This is an optimization exercise on Yosys and OpenROAD, whose aim is small area and a short achievable clock period, not a production implementation. Function was checked by simulation only, so behaviour that the tests miss may differ from the original. Power is estimated from default activity; no workload was simulated.

Design apb_adv_timer_top, start of the top module:
module apb_adv_timer_top #(
   parameter int NUM_TIMERS = 4
) (
   input  logic                    clk_i,
   input  logic                    reset_i,
   input  logic                    psel_i,
   input  logic                    penable_i,
   input  logic                    pwrite_i,
   input  timer_pkg::addr_t        paddr_i,
   input  timer_pkg::data_t        pwdata_i,
   output timer_pkg::data_t        prdata_o,
   output logic                    pslverr_o,
   output logic [2*NUM_TIMERS-1:0] pwm_o,     
   output logic [NUM_TIMERS-1:0]   events_o
);
Size in the first run: roughly 3,000 cells after synthesis.
==> flow/config.mk <==
export PLATFORM = sky130hd
export DESIGN_NAME = apb_adv_timer_top
export DESIGN_NICKNAME = apb_adv_timer_top
export VERILOG_FILES = /design/flow/design.v
export SDC_FILE = /design/flow/constraint.sdc
export NUM_CORES = 4
export LEC_CHECK = 0
export CAP_MARGIN = 20
export CORE_MARGIN = 2
export CORE_UTILIZATION = 60
export CTS_BUF_LIST = sky130_fd_sc_hd__clkbuf_8 sky130_fd_sc_hd__clkbuf_16
export CTS_CLUSTER_DIAMETER = 100
export CTS_CLUSTER_SIZE = 25
export SETUP_SLACK_MARGIN = 4.4
export SLEW_MARGIN = 20
==> flow/constraint.sdc <==
create_clock -name core_clock -period 7.0 [get_ports {clk_i}]
set_input_delay 1.4000 -clock core_clock [delete_from_list [all_inputs] [get_ports {clk_i}]]
set_output_delay 1.4000 -clock core_clock [all_outputs]
set_load 0.01 [all_outputs]
run.sh (not shown) runs the stock make flow with config.mk's settings and CLKGATE_MAP_FILE= SYNTH_SCRIPT=/design/flow/synth_recipe.tcl, a recipe that flattens the netlist after the stock synthesis.
Rerun with:
CTS_BUF_LIST = not set   (was sky130_fd_sc_hd__clkbuf_8 sky130_fd_sc_hd__clkbuf_16)
TNS_END_PERCENT = 5   (was not set)
Synthesized cell count stays the same.
Non-clock buffer count rises by 1.
Hold slack is better by 6.6 ps.
Total power falls slightly.
Fmax falls by a little under a tenth.
Die area does not change.
Rerun with:
ABC_AREA = 1   (was not set)
SETUP_SLACK_MARGIN = 4.5   (was 4.4)
TNS_END_PERCENT = not set   (was 5)
=> Hold slack got worse by 7.9 ps. Clock-buffer cell count rises by 1. Sequential cell count does not change. Via count rises by a quarter to a third. Clock power increases slightly.
Rerun with:
ABC_AREA = not set   (was 1)
After rerunning: Setup slack gets worse by 120 ps; global-route usage goes down by 0.65 points; cell count goes down by a quarter to a third; final area goes down by a few percent; sequential share of layout area goes up by 1.3 points; utilization goes up by 2.5 points; total power goes up slightly.

========
Starting RTL as in the previous note.
clock: 7.0 ns
lec_check: 0
cap_margin: 20
core_margin: 2
core_utilization: 60
cts_cluster_diameter: 80
cts_cluster_size: 20
setup_slack_margin: 4.4
slew_margin: 20
Rerun with:
CTS_CLUSTER_DIAMETER = 100   (was 80)
CTS_CLUSTER_SIZE = 30   (was 20)
Die area does not change.
Design area came out lower by about 0.9%.
Routed wire length went down by 0.39%.
Combinational power stays flat.
Sequential share of layout area is higher by 0.47 points.
Cell count is lower by 0.96%.
Total power falls by 3.9%.
Rerun with:
CORE_UTILIZATION = 66   (was 60)
CTS_CLUSTER_SIZE = 25   (was 30)
After rerunning: First-iteration DRC count increases by 15%. Synthesized cell count stays the same. Sequential cell count stays the same. Power increases by 0.64%. Via count increases by 3.8%. Wire length increases by 2.4%. Global-route usage increases by 5.4 points. Register-to-register slack degrades by 20 ps.
Rerun with:
CAP_MARGIN = 0   (was 20)
CORE_UTILIZATION = 60   (was 66)
SLEW_MARGIN = 0   (was 20)
Total power rises slightly.
Worst hold slack is worse by 10 ps.
Count of clock-buffer cells in the layout falls by 2.
Maximum frequency rises slightly.
Final cell count rises slightly.
Sequential cell count is unchanged.
Final area stays flat.
Critical path depth rises by 4.
Die area rises by roughly a tenth.
Utilization falls by 6.9 points.

========
apb_adv_timer_top again, from the RTL that the note above started with.
clock: 7.0 ns
lec_check: 0
cap_margin: 20
core_margin: 2
core_utilization: 60
cts_cluster_diameter: 100
cts_cluster_size: 25
gpl_routability_driven: 0
setup_slack_margin: 4.4
slew_margin: 20
Change:
- CTS_BUF_LIST: unset -> sky130_fd_sc_hd__clkbuf_8
- CTS_CLUSTER_DIAMETER: 100 -> unset
- CTS_CLUSTER_SIZE: 25 -> unset
- GPL_ROUTABILITY_DRIVEN: 0 -> unset
Result: The changed run completed with no timing, DRC or antenna violations; global-route usage rises by 2.8 points; wire length climbs by a few percent; total power climbs by about a fifth.

========
Setup of v38:
Starting RTL as in the previous note.
Settings: LEC_CHECK=0, CAP_MARGIN=20, CORE_MARGIN=2, CORE_UTILIZATION=60, SETUP_SLACK_MARGIN=4.0, SLEW_MARGIN=20; clock period 7.0 ns.
Modified inputs, v30 compared to v38
- swapping 4.0 for 4.7 in SETUP_SLACK_MARGIN
- putting CTS_CLUSTER_SIZE at 25 where nothing was set
- putting CTS_CLUSTER_DIAMETER at 100 where nothing was set
Findings:
Compared v30 vs v38, and signed area change from the synthesized netlist to the final layout is up in v30.
The run showing the greater number of buffers outside the clock class in the layout is v30.
v30 — setup slack 0.23 ns higher, v38 as reference
Compared with v38, in v30 core utilization rose by 4.4 points; cell count went up about 3%; part of the total power dissipated in the clock network went down 12 points; placed wire-length estimate lower; wire length has increased.
As of v30, first-pass GRT wire length had risen by a few percent compared to v38.
Setup changes, v30 to v23
- putting ABC_AREA at 1 where nothing was set
- swapping 4.7 for 4.4 in SETUP_SLACK_MARGIN
--- outcome ---
- Flip-flop and latch share of the layout cell area up 0.74 points in v23 wrt v30
- Compared with v30, in v23 worst-margin pin slew picked up an extra 0.33 ns, portion of total power attributed to combinational logic lost 0.8 points, number of multi-input combinational cells in the layout picked up an extra 51%, clock skew picked up an extra 0.017 ns, met2 global-route usage lost 3.1 points.
- In the flow results for v23 and v30, the post-route fraction of the period consumed by the critical path is larger on v30.
Setup changes, v23 to v46
- a deleted ABC_AREA that had been 1
==> summary.txt <==
Route | v46 vs v23 | wire shorter in v46. v46 reports a lower number of fill cells than v23 does. Comparing v23 and v46, clock network contribution to total cell area is higher on v46. Relative to v23, maximum frequency has decreased by about 0.9% in v46. The period utilization number comes out higher for v46 vs v23.

========
apb_adv_timer_top again, from the RTL that the note above started with.
clock: 7.0 ns
lec_check: 0
cap_margin: 20
core_margin: 2
core_utilization: 60
cts_cluster_diameter: 100
cts_cluster_size: 25
place_density: 0.72
setup_slack_margin: 4.4
slew_margin: 20
Change:
Settings changed: CORE_UTILIZATION 60 to 55, PLACE_DENSITY 0.72 to default.
The changed run finished with timing, DRC and antenna clean.
Routed wire length increases by 1.9%.
Clock-buffer cell count increases by 1.
Cell area came out higher by 0.52%.
Synthesized area stays the same.
Flip-flop and latch count does not change.
Change:
Settings changed: CORE_UTILIZATION 55 to 60, CTS_CLUSTER_DIAMETER 100 to default, CTS_CLUSTER_SIZE 25 to default.
Outcome:
- The changed run passed the timing, design-rule and antenna checks
- clock power is higher by 69%
- first-iteration DRC count is higher by 3.4%
- worst setup slack gets better by 0.055 ns
- core utilization is higher by 6.7 points
- clock-buffer cell count is higher by 46
- area after synthesis does not change
- fmax is higher by 1.9%
- critical path depth is lower by 1
- sequential power stays flat
- synthesized cell count stays the same

separate check: timing with driven ports:
The flow's constraints put no driver on any port. The routed layouts listed below were extracted and timed again, unchanged, in two steps.
Step 1 sets driving cells, clkbuf_16 on the clock port and buf_2 on the other inputs (assumed; they add their load-dependent delay and slew).
Step 2, shift: input delay + t, output delay - t, t = (earliest + latest rising clock arrival at the registers) / 2. This alone moves slack from input paths to output paths.
Three values: no drivers, after step 1, after step 2; two values: the first two.
run | t, ns | slack for setup (ns) | hold slack, ns | slew at the worst register clock pin (ns) | worst data-port slew with drivers (ns)
the first run of note 1 | 0.670 | 4.145 / 4.145 / 3.524 | 0.459 / 0.459 / 0.459 | 0.11 / 0.11 | 0.12
the second run of note 1 | 0.667 | 3.904 / 3.904 / 3.543 | 0.465 / 0.465 / 0.465 | 0.11 / 0.11 | 0.06
the third run of note 1 | 0.688 | 4.305 / 4.305 / 3.809 | 0.457 / 0.457 / 0.457 | 0.12 / 0.12 | 0.06
the fourth run of note 1 | 0.677 | 4.189 / 4.189 / 3.540 | 0.443 / 0.443 / 0.443 | 0.11 / 0.11 | 0.13
the first run of note 2 | 0.684 | 4.092 / 4.092 / 3.505 | 0.454 / 0.454 / 0.454 | 0.09 / 0.09 | 0.13
the second run of note 2 | 0.663 | 4.119 / 4.119 / 3.611 | 0.472 / 0.472 / 0.472 | 0.12 / 0.12 | 0.16
the third run of note 2 | 0.684 | 4.096 / 4.096 / 3.624 | 0.477 / 0.477 / 0.477 | 0.11 / 0.11 | 0.06
the fourth run of note 2 | 0.667 | 4.118 / 4.118 / 3.487 | 0.467 / 0.467 / 0.467 | 0.11 / 0.11 | 0.16
the first run of note 3 | 0.690 | 3.972 / 4.000 / 3.310 | 0.468 / 0.468 / 0.468 | 0.11 / 0.11 | 0.07
the second run of note 3 | 0.864 | 4.130 / 4.130 / 3.443 | 0.451 / 0.451 / 0.451 | 0.07 / 0.07 | 0.06
v38 | 0.694 | 3.925 / 3.925 / 3.322 | 0.451 / 0.451 / 0.451 | 0.07 / 0.07 | 0.04
v30 | 0.684 | 4.153 / 4.153 / 3.502 | 0.470 / 0.470 / 0.470 | 0.11 / 0.11 | 0.11
v23 | 0.683 | 4.184 / 4.184 / 3.598 | 0.450 / 0.450 / 0.450 | 0.11 / 0.11 | 0.05
v46 | 0.669 | 4.159 / 4.159 / 3.582 | 0.458 / 0.458 / 0.458 | 0.11 / 0.11 | 0.16
the first run of note 5 | 0.674 | 4.058 / 4.058 / 3.554 | 0.466 / 0.466 / 0.466 | 0.11 / 0.11 | 0.08
the second run of note 5 | 0.677 | 4.088 / 4.088 / 3.551 | 0.477 / 0.477 / 0.477 | 0.11 / 0.11 | 0.16
the third run of note 5 | 0.709 | 4.143 / 4.143 / 3.509 | 0.460 / 0.460 / 0.460 | 0.07 / 0.07 | 0.05
After both steps every run listed still meets setup and hold. The setup slack of the second run of note 3, which loses most, moves by 0.000 ns with the drivers and by -0.687 ns with both steps.
